What follows belongs to an exercise in optimizing a design on an open flow for small area; a production flow would make more cautious choices. Function was checked by simulation only, so behaviour that the tests miss may differ from the original. Power is estimated from default activity; no workload was simulated.

Design sigma_delta_adc8, start of the top module:
module sigma_delta_adc8 (
   input  logic        clk,
   input  logic        rst,
   input  logic [7:0]  adc_lvds_pin,
   output logic [7:0]  adc_fb_pin,
   output logic [20:0] adc_output,
   output logic [2:0]  adc_channel,
   output logic        adc_valid,
   input  logic        adc_ready,
   output logic        adc_overrun
);
==> module sigma_delta_adc_mc, before the edit <==
module sigma_delta_adc_mc (
   input  logic        clk,
   input  logic        rst,
   input  logic [7:0]  adc_lvds_pin,
   output logic [7:0]  adc_fb_pin,
   output logic [20:0] adc_output,
   output logic [2:0]  adc_channel,
   output logic        adc_valid,
   input  logic        adc_ready,
   output logic        adc_overrun
);
   logic [9:0]         count;
   logic [3:0]         nfr;        
   logic               tick, win, load;
   logic [63:0]        chunks;     
   logic [2:0]         ch;         
   logic [9:0]         cm;
   logic [7:0]         bits;
   logic [7:0][20:0]   ca;
   logic [7:0][18:0]   cb;
   logic [20:0]        ca_n;
   logic [18:0]        cb_n;
   logic [7:0][20:0]   hist1;
   logic [55:0][20:0]  hist7;
   logic [7:0][23:0]   sum;
   logic [2:0]         sel;
   logic [7:0]         oh;
   logic [20:0]        y, y_old;
   logic [23:0]        sum_in, sum_n;
   logic [23:0]        op1, op2, cs_s, cs_c;
   logic               sub, clr;
   logic [9:0]         count_n;
   logic               state;
   logic [2:0]         idx, idx_n;
   always_ff @(posedge clk or posedge rst) begin
      if (rst) adc_fb_pin <= '0;
      else     adc_fb_pin <= adc_lvds_pin;
   end
   always_ff @(posedge clk or posedge rst) begin
      if (rst) count <= '0;
      else     count <= count_n;
   end
   assign count_n = count + 1'b1;
   assign tick    = (count == 10'd1023);
   always_ff @(posedge clk) begin
      win <= (count_n >= 10'd3) && (count_n <= 10'd10);
      clr <= (count_n >= 10'd3) && (count_n <= 10'd10) && (nfr == 4'd2);
      sub <= (count_n >= 10'd3) && (count_n <= 10'd10) && (nfr == 4'd10);
   end
   always_ff @(posedge clk or posedge rst) begin
      if (rst)                       nfr <= '0;
      else if (tick && nfr != 4'd10) nfr <= nfr + 1'b1;
   end
   for (genvar c = 0; c < 8; c++) begin : g_dl
      logic [6+c:0] dl;
      always_ff @(posedge clk) dl <= {dl[5+c:0], adc_fb_pin[c]};
      for (genvar i = 0; i < 8; i++) begin : g_bit
         if (7 + c - i == 0) begin : g_now
            assign chunks[8*((c+6)%8)+i] = adc_fb_pin[c];
         end else begin : g_old
            assign chunks[8*((c+6)%8)+i] = dl[6+c-i];
         end
      end
   end
   assign ch = count[2:0] + 3'd2;
   assign cm = {count[9:3] - 7'(count[2:0] < 3'd6), 3'b000};
   assign bits = chunks[8*count[2:0] +: 8];
   sigma_delta_cic u_cic (
      .m(cm[9:3]), .bits(bits), .a_i(ca[7]), .b_i(cb[7]), .a_o(ca_n), .b_o(cb_n)
   );
   always_ff @(posedge clk) begin
      ca <= {ca[6:0], ca_n};
      cb <= {cb[6:0], cb_n};
   end
   assign y     = ca[4];
   assign y_old = hist7[55];
   always_ff @(posedge clk) begin
      hist1 <= {hist1[6:0], win ? y : hist1[7]};
      hist7 <= {hist7[54:0], win ? hist1[7] : hist7[55]};
   end
   assign sum_in = clr ? 24'd0 : sum[7];
   assign op1 = {3'd0, y & {21{win}}};
   assign op2 = ~{3'd0, y_old & {21{sub}}};
   always_comb begin
      for (int k = 0; k < 24; k++) begin
         cs_s[k] = sum_in[k] ^ op1[k] ^ op2[k];
         cs_c[k] = (sum_in[k] & op1[k]) | (sum_in[k] & op2[k]) | (op1[k] & op2[k]);
      end
   end
   sigma_delta_rca #(.W(24)) u_sum (.a(cs_s), .b({cs_c[22:0], 1'b1}), .cin(1'b0), .s(sum_n));
   always_ff @(posedge clk) begin
      sum <= {sum[6:0], sum_n};
   end
   assign load = (count == 10'd3) && (nfr == 4'd10);
   always_ff @(posedge clk or posedge rst) begin
      if (rst) begin
         state       <= 1'b0;
         adc_overrun <= 1'b0;
      end else if (load) begin
         state <= 1'b1;
         if (state && !(adc_ready && idx == 3'd7)) adc_overrun <= 1'b1;
      end else if (state && adc_ready) begin
         if (idx == 3'd7) state <= 1'b0;
      end
   end
   assign idx_n = load ? 3'd0 : (state && adc_ready) ? idx + 1'b1 : idx;
   always_ff @(posedge clk or posedge rst) begin
      if (rst) idx <= '0;
      else     idx <= idx_n;
   end
   assign adc_valid   = state;
   assign adc_channel = idx;
   assign sel         = count_n[2:0] - 3'd4 - idx_n;
   always_ff @(posedge clk) begin
      for (int k = 0; k < 8; k++) oh[k] <= (sel == 3'(k));
   end
   assign adc_output = ({21{oh[0]}} & sum[0][23:3]) | ({21{oh[1]}} & sum[1][23:3])
                     | ({21{oh[2]}} & sum[2][23:3]) | ({21{oh[3]}} & sum[3][23:3])
                     | ({21{oh[4]}} & sum[4][23:3]) | ({21{oh[5]}} & sum[5][23:3])
                     | ({21{oh[6]}} & sum[6][23:3]) | ({21{oh[7]}} & sum[7][23:3]);
endmodule
Settings: LEC_CHECK=0, CAP_MARGIN=20, CORE_MARGIN=2, CORE_UTILIZATION=40, SLEW_MARGIN=20; clock period 10.0 ns.
standard.sh (not shown) runs the stock make flow with config.mk's settings and CLKGATE_MAP_FILE= SYNTH_SCRIPT=/design/flow/synth_recipe.tcl, a recipe that flattens the netlist after the stock synthesis.
==> flow/flow/run.sh <==
#!/bin/bash
# Standard layout (the standard.sh, standard synthesis included), except that clock tree
# synthesis adds no dummy load cells and uses the buffer and sink clusters given below.
set -o pipefail
export CTS_ARGS="-sink_clustering_enable -repair_clock_nets -dont_use_dummy_load -sink_clustering_size 21 -sink_clustering_max_diameter 50 -buf_list sky130_fd_sc_hd__clkbuf_8"
export BUFFER_PORTS_ARGS="-buffer_cell sky130_fd_sc_hd__buf_1"
bash standard.sh > standard.log 2>&1
Edit:
--- a/flow/design.v
+++ b/flow/design.v
@@ -107,13 +107,13 @@
    logic [20:0]        y, y_old;
    logic [23:0]        sum_in, sum_n;
    logic [23:0]        op1, op2, cs_s, cs_c;
    logic               sub, clr;
    logic [9:0]         count_n;
    logic               state;
-   logic [2:0]         idx, idx_n;
+   logic [2:0]         idx;
    always_ff @(posedge clk or posedge rst) begin
       if (rst) adc_fb_pin <= '0;
       else     adc_fb_pin <= adc_lvds_pin;
    end
    always_ff @(posedge clk or posedge rst) begin
       if (rst) count <= '0;
@@ -171,30 +171,28 @@
       sum <= {sum[6:0], sum_n};
    end
    assign load = (count == 10'd3) && (nfr == 4'd10);
    always_ff @(posedge clk or posedge rst) begin
       if (rst) begin
          state       <= 1'b0;
+         idx         <= '0;
          adc_overrun <= 1'b0;
       end else if (load) begin
          state <= 1'b1;
+         idx   <= '0;
          if (state && !(adc_ready && idx == 3'd7)) adc_overrun <= 1'b1;
       end else if (state && adc_ready) begin
          if (idx == 3'd7) state <= 1'b0;
+         idx <= idx + 1'b1;
       end
-   end
-   assign idx_n = load ? 3'd0 : (state && adc_ready) ? idx + 1'b1 : idx;
-   always_ff @(posedge clk or posedge rst) begin
-      if (rst) idx <= '0;
-      else     idx <= idx_n;
    end
    assign adc_valid   = state;
    assign adc_channel = idx;
-   assign sel         = count_n[2:0] - 3'd4 - idx_n;
-   always_ff @(posedge clk) begin
-      for (int k = 0; k < 8; k++) oh[k] <= (sel == 3'(k));
+   assign sel         = count[2:0] - 3'd4 - idx;
+   always_comb begin
+      for (int k = 0; k < 8; k++) oh[k] = (sel == 3'(k));
    end
    assign adc_output = ({21{oh[0]}} & sum[0][23:3]) | ({21{oh[1]}} & sum[1][23:3])
                      | ({21{oh[2]}} & sum[2][23:3]) | ({21{oh[3]}} & sum[3][23:3])
                      | ({21{oh[4]}} & sum[4][23:3]) | ({21{oh[5]}} & sum[5][23:3])
                      | ({21{oh[6]}} & sum[6][23:3]) | ({21{oh[7]}} & sum[7][23:3]);
 endmodule
Result: Global-route usage came out higher by 0.16 points. Design area came out higher slightly. Power is about the same. Synthesized area came out higher slightly. Sequential power barely changes. Setup slack degrades by 0.038 ns. Worst hold slack degrades by 0.012 ns.


## rev 12
sigma_delta_adc8, a different RTL version from the one above (not shown whole).
Size: about 2000 flip-flops, ~45 I/O pins.
==> module sigma_delta_adc_mc, before the edit <==
module sigma_delta_adc_mc (
   input  logic        clk,
   input  logic        rst,
   input  logic [7:0]  adc_lvds_pin,
   output logic [7:0]  adc_fb_pin,
   output logic [20:0] adc_output,
   output logic [2:0]  adc_channel,
   output logic        adc_valid,
   input  logic        adc_ready,
   output logic        adc_overrun
);
   logic [9:0]         count;
   logic [3:0]         nfr;        
   logic               tick, win, load;
   logic [63:0]        chunks;     
   logic [2:0]         ch;         
   logic [9:0]         cm;
   logic [7:0]         bits;
   logic [7:0][20:0]   ca;
   logic [7:0][18:0]   cb;
   logic [20:0]        ca_n;
   logic [18:0]        cb_n;
   logic [64:0][20:0]  hist;
   logic               wr_even, wr_odd;
   logic [7:0][23:0]   sum;
   logic [2:0]         sel;
   logic [7:0]         oh;
   logic [20:0]        y, y_old;
   logic [23:0]        sum_in, sum_n;
   logic [23:0]        op1, op2, cs_s, cs_c;
   logic               sub, clr;
   logic [9:0]         count_n;
   logic               state;
   logic [2:0]         idx;
   always_ff @(posedge clk or posedge rst) begin
      if (rst) adc_fb_pin <= '0;
      else     adc_fb_pin <= adc_lvds_pin;
   end
   always_ff @(posedge clk or posedge rst) begin
      if (rst) count <= '0;
      else     count <= count_n;
   end
   assign count_n = count + 1'b1;
   assign tick    = (count == 10'd1023);
   always_ff @(posedge clk) begin
      win <= (count_n >= 10'd3) && (count_n <= 10'd10);
      clr <= (count_n >= 10'd3) && (count_n <= 10'd10) && (nfr == 4'd2);
      sub <= (count_n >= 10'd3) && (count_n <= 10'd10) && (nfr == 4'd10);
   end
   always_ff @(posedge clk or posedge rst) begin
      if (rst)                       nfr <= '0;
      else if (tick && nfr != 4'd10) nfr <= nfr + 1'b1;
   end
   for (genvar c = 0; c < 8; c++) begin : g_dl
      logic [6+c:0] dl;
      always_ff @(posedge clk) dl <= {dl[5+c:0], adc_fb_pin[c]};
      for (genvar i = 0; i < 8; i++) begin : g_bit
         if (7 + c - i == 0) begin : g_now
            assign chunks[8*((c+6)%8)+i] = adc_fb_pin[c];
         end else begin : g_old
            assign chunks[8*((c+6)%8)+i] = dl[6+c-i];
         end
      end
   end
   assign ch = count[2:0] + 3'd2;
   assign cm = {count[9:3] - 7'(count[2:0] < 3'd6), 3'b000};
   assign bits = chunks[8*count[2:0] +: 8];
   sigma_delta_cic u_cic (
      .m(cm[9:3]), .bits(bits), .a_i(ca[7]), .b_i(cb[7]), .a_o(ca_n), .b_o(cb_n)
   );
   always_ff @(posedge clk) begin
      ca <= {ca[6:0], ca_n};
      cb <= {cb[6:0], cb_n};
   end
   assign y     = ca[4];
   assign y_old = count[0] ? hist[64] : hist[8];
   assign wr_even = (count >= 10'd5) && (count <= 10'd11) &&  count[0];
   assign wr_odd  = (count >= 10'd6) && (count <= 10'd12) && !count[0];
   always_ff @(posedge clk) begin
      hist <= {hist[63:9], wr_odd ? ca[6] : hist[8], hist[7:0], wr_even ? ca[6] : hist[64]};
   end
   assign sum_in = clr ? 24'd0 : sum[7];
   assign op1 = {3'd0, y & {21{win}}};
   assign op2 = ~{3'd0, y_old & {21{sub}}};
   always_comb begin
      for (int k = 0; k < 24; k++) begin
         cs_s[k] = sum_in[k] ^ op1[k] ^ op2[k];
         cs_c[k] = (sum_in[k] & op1[k]) | (sum_in[k] & op2[k]) | (op1[k] & op2[k]);
      end
   end
   sigma_delta_rca #(.W(24)) u_sum (.a(cs_s), .b({cs_c[22:0], 1'b1}), .cin(1'b0), .s(sum_n));
   always_ff @(posedge clk) begin
      sum <= {sum[6:0], sum_n};
   end
   assign load = (count == 10'd3) && (nfr == 4'd10);
   always_ff @(posedge clk or posedge rst) begin
      if (rst) begin
         state       <= 1'b0;
         idx         <= '0;
         adc_overrun <= 1'b0;
      end else if (load) begin
         state <= 1'b1;
         idx   <= '0;
         if (state && !(adc_ready && idx == 3'd7)) adc_overrun <= 1'b1;
      end else if (state && adc_ready) begin
         if (idx == 3'd7) state <= 1'b0;
         idx <= idx + 1'b1;
      end
   end
   assign adc_valid   = state;
   assign adc_channel = idx;
   assign sel         = count[2:0] - 3'd4 - idx;
   always_comb begin
      for (int k = 0; k < 8; k++) oh[k] = (sel == 3'(k));
   end
   assign adc_output = ({21{oh[0]}} & sum[0][23:3]) | ({21{oh[1]}} & sum[1][23:3])
                     | ({21{oh[2]}} & sum[2][23:3]) | ({21{oh[3]}} & sum[3][23:3])
                     | ({21{oh[4]}} & sum[4][23:3]) | ({21{oh[5]}} & sum[5][23:3])
                     | ({21{oh[6]}} & sum[6][23:3]) | ({21{oh[7]}} & sum[7][23:3]);
endmodule
==> flow/config.mk <==
export PLATFORM = sky130hd
export DESIGN_NAME = sigma_delta_adc8
export DESIGN_NICKNAME = sigma_delta_adc8
export VERILOG_FILES = /design/flow/design.v
export SDC_FILE = /design/flow/constraint.sdc
export NUM_CORES = 4
export LEC_CHECK = 0
export CAP_MARGIN = 20
export CORE_MARGIN = 2
export CORE_UTILIZATION = 40
export SLEW_MARGIN = 20
==> flow/constraint.sdc <==
create_clock -name core_clock -period 10.0 [get_ports {clk}]
set_input_delay 2.0000 -clock core_clock [delete_from_list [all_inputs] [get_ports {clk}]]
set_output_delay 2.0000 -clock core_clock [all_outputs]
set_load 0.01 [all_outputs]
==> flow/flow/run.sh <==
#!/bin/bash
# Standard layout (the standard.sh, standard synthesis included), except that clock tree
# synthesis adds no dummy load cells and uses clkbuf_8 with sink clusters of at most 21 flops.
set -o pipefail
export CTS_ARGS="-sink_clustering_enable -repair_clock_nets -dont_use_dummy_load -sink_clustering_size 21 -sink_clustering_max_diameter 50 -buf_list sky130_fd_sc_hd__clkbuf_8"
bash standard.sh > standard.log 2>&1
Modified inputs, rev 13 compared to rev 12
diff --git a/flow/design.v b/flow/design.v
--- a/flow/design.v
+++ b/flow/design.v
@@ -105,29 +105,23 @@
    logic [2:0]         sel;
    logic [7:0]         oh;
    logic [20:0]        y, y_old;
    logic [23:0]        sum_in, sum_n;
    logic [23:0]        op1, op2, cs_s, cs_c;
-   logic               sub, clr;
-   logic [9:0]         count_n;
+   logic               sub;
    logic               state;
    logic [2:0]         idx;
    always_ff @(posedge clk or posedge rst) begin
       if (rst) adc_fb_pin <= '0;
       else     adc_fb_pin <= adc_lvds_pin;
    end
    always_ff @(posedge clk or posedge rst) begin
       if (rst) count <= '0;
-      else     count <= count_n;
-   end
-   assign count_n = count + 1'b1;
-   assign tick    = (count == 10'd1023);
-   always_ff @(posedge clk) begin
-      win <= (count_n >= 10'd3) && (count_n <= 10'd10);
-      clr <= (count_n >= 10'd3) && (count_n <= 10'd10) && (nfr == 4'd2);
-      sub <= (count_n >= 10'd3) && (count_n <= 10'd10) && (nfr == 4'd10);
-   end
+      else     count <= count + 1'b1;
+   end
+   assign tick = (count == 10'd1023);
+   assign win  = (count >= 10'd3) && (count <= 10'd10);
    always_ff @(posedge clk or posedge rst) begin
       if (rst)                       nfr <= '0;
       else if (tick && nfr != 4'd10) nfr <= nfr + 1'b1;
    end
    for (genvar c = 0; c < 8; c++) begin : g_dl
@@ -140,11 +134,11 @@
             assign chunks[8*((c+6)%8)+i] = dl[6+c-i];
          end
       end
    end
    assign ch = count[2:0] + 3'd2;
-   assign cm = {count[9:3] - 7'(count[2:0] < 3'd6), 3'b000};
+   assign cm = count - 10'd6;
    assign bits = chunks[8*count[2:0] +: 8];
    sigma_delta_cic u_cic (
       .m(cm[9:3]), .bits(bits), .a_i(ca[7]), .b_i(cb[7]), .a_o(ca_n), .b_o(cb_n)
    );
    always_ff @(posedge clk) begin
@@ -156,11 +150,12 @@
    assign wr_even = (count >= 10'd5) && (count <= 10'd11) &&  count[0];
    assign wr_odd  = (count >= 10'd6) && (count <= 10'd12) && !count[0];
    always_ff @(posedge clk) begin
       hist <= {hist[63:9], wr_odd ? ca[6] : hist[8], hist[7:0], wr_even ? ca[6] : hist[64]};
    end
-   assign sum_in = clr ? 24'd0 : sum[7];
+   assign sum_in = (win && nfr == 4'd2) ? 24'd0 : sum[7];
+   assign sub = win && nfr == 4'd10;
    assign op1 = {3'd0, y & {21{win}}};
    assign op2 = ~{3'd0, y_old & {21{sub}}};
    always_comb begin
       for (int k = 0; k < 24; k++) begin
          cs_s[k] = sum_in[k] ^ op1[k] ^ op2[k];
[summary]
Rev 13: flow completed, timing, DRC and antenna clean. Looking at rev 12 and rev 13, the global-route usage is a wash. Of rev 12 and rev 13, the run reporting the higher slew at the pin closest to its max-slew limit was rev 13. Diff rev 12 -> rev 13 | switching share of power | increase of 0.17 points. As far as worst hold path depth goes, rev 12 and rev 13 are indistinguishable; the numbers are identical. For rev 12, the startpoint of the worst setup timing path was u_adc.count[0], unlike rev 13, where it was u_adc.count[8]. Power per cell area, rev 12 and rev 13: higher on rev 12. NOTE highest clock frequency the design can meet rev 12->rev 13 decreased slightly. Against rev 12, rev 13 comes in 0.85% higher on die area. Re overflow left after global routing: no difference whatsoever between rev 13 and rev 12.

[static timing again, ports no longer ideal]
The results above use ideal ports. As a check the final layouts listed here were re-extracted and re-timed, cells and wires unchanged. Step 1 sets driving cells, clkbuf_16 on the clock port and buf_2 on the other inputs (assumed; they add their load-dependent delay and slew). Step 2 moves the port delays by t, midway between the first and last clock arrival at a register: inputs arrive t later, outputs are due t later. That takes back most of the time a late clock gives input paths. Slacks: ideal / step 1 / step 2; pairs: ideal / step 1.
run | t, ns | setup slack, ns | worst hold slack (ns) | worst setup path at the end | pins driven straight from the clock port
the first run of note 1 | 0.830 | 0.459 / 0.459 / 0.459 | 0.249 / 0.249 / 0.249 | register to register | 1
the second run of note 1 | 0.829 | 0.421 / 0.421 / 0.421 | 0.237 / 0.237 / 0.237 | register to register | 1
rev 12 | 0.839 | 0.322 / 0.322 / 0.322 | 0.208 / 0.208 / 0.208 | register to register | 1
rev 13 | 0.846 | 0.263 / 0.263 / 0.263 | 0.235 / 0.235 / 0.235 | register to register | 1
After both steps setup and hold are still met in every run listed.
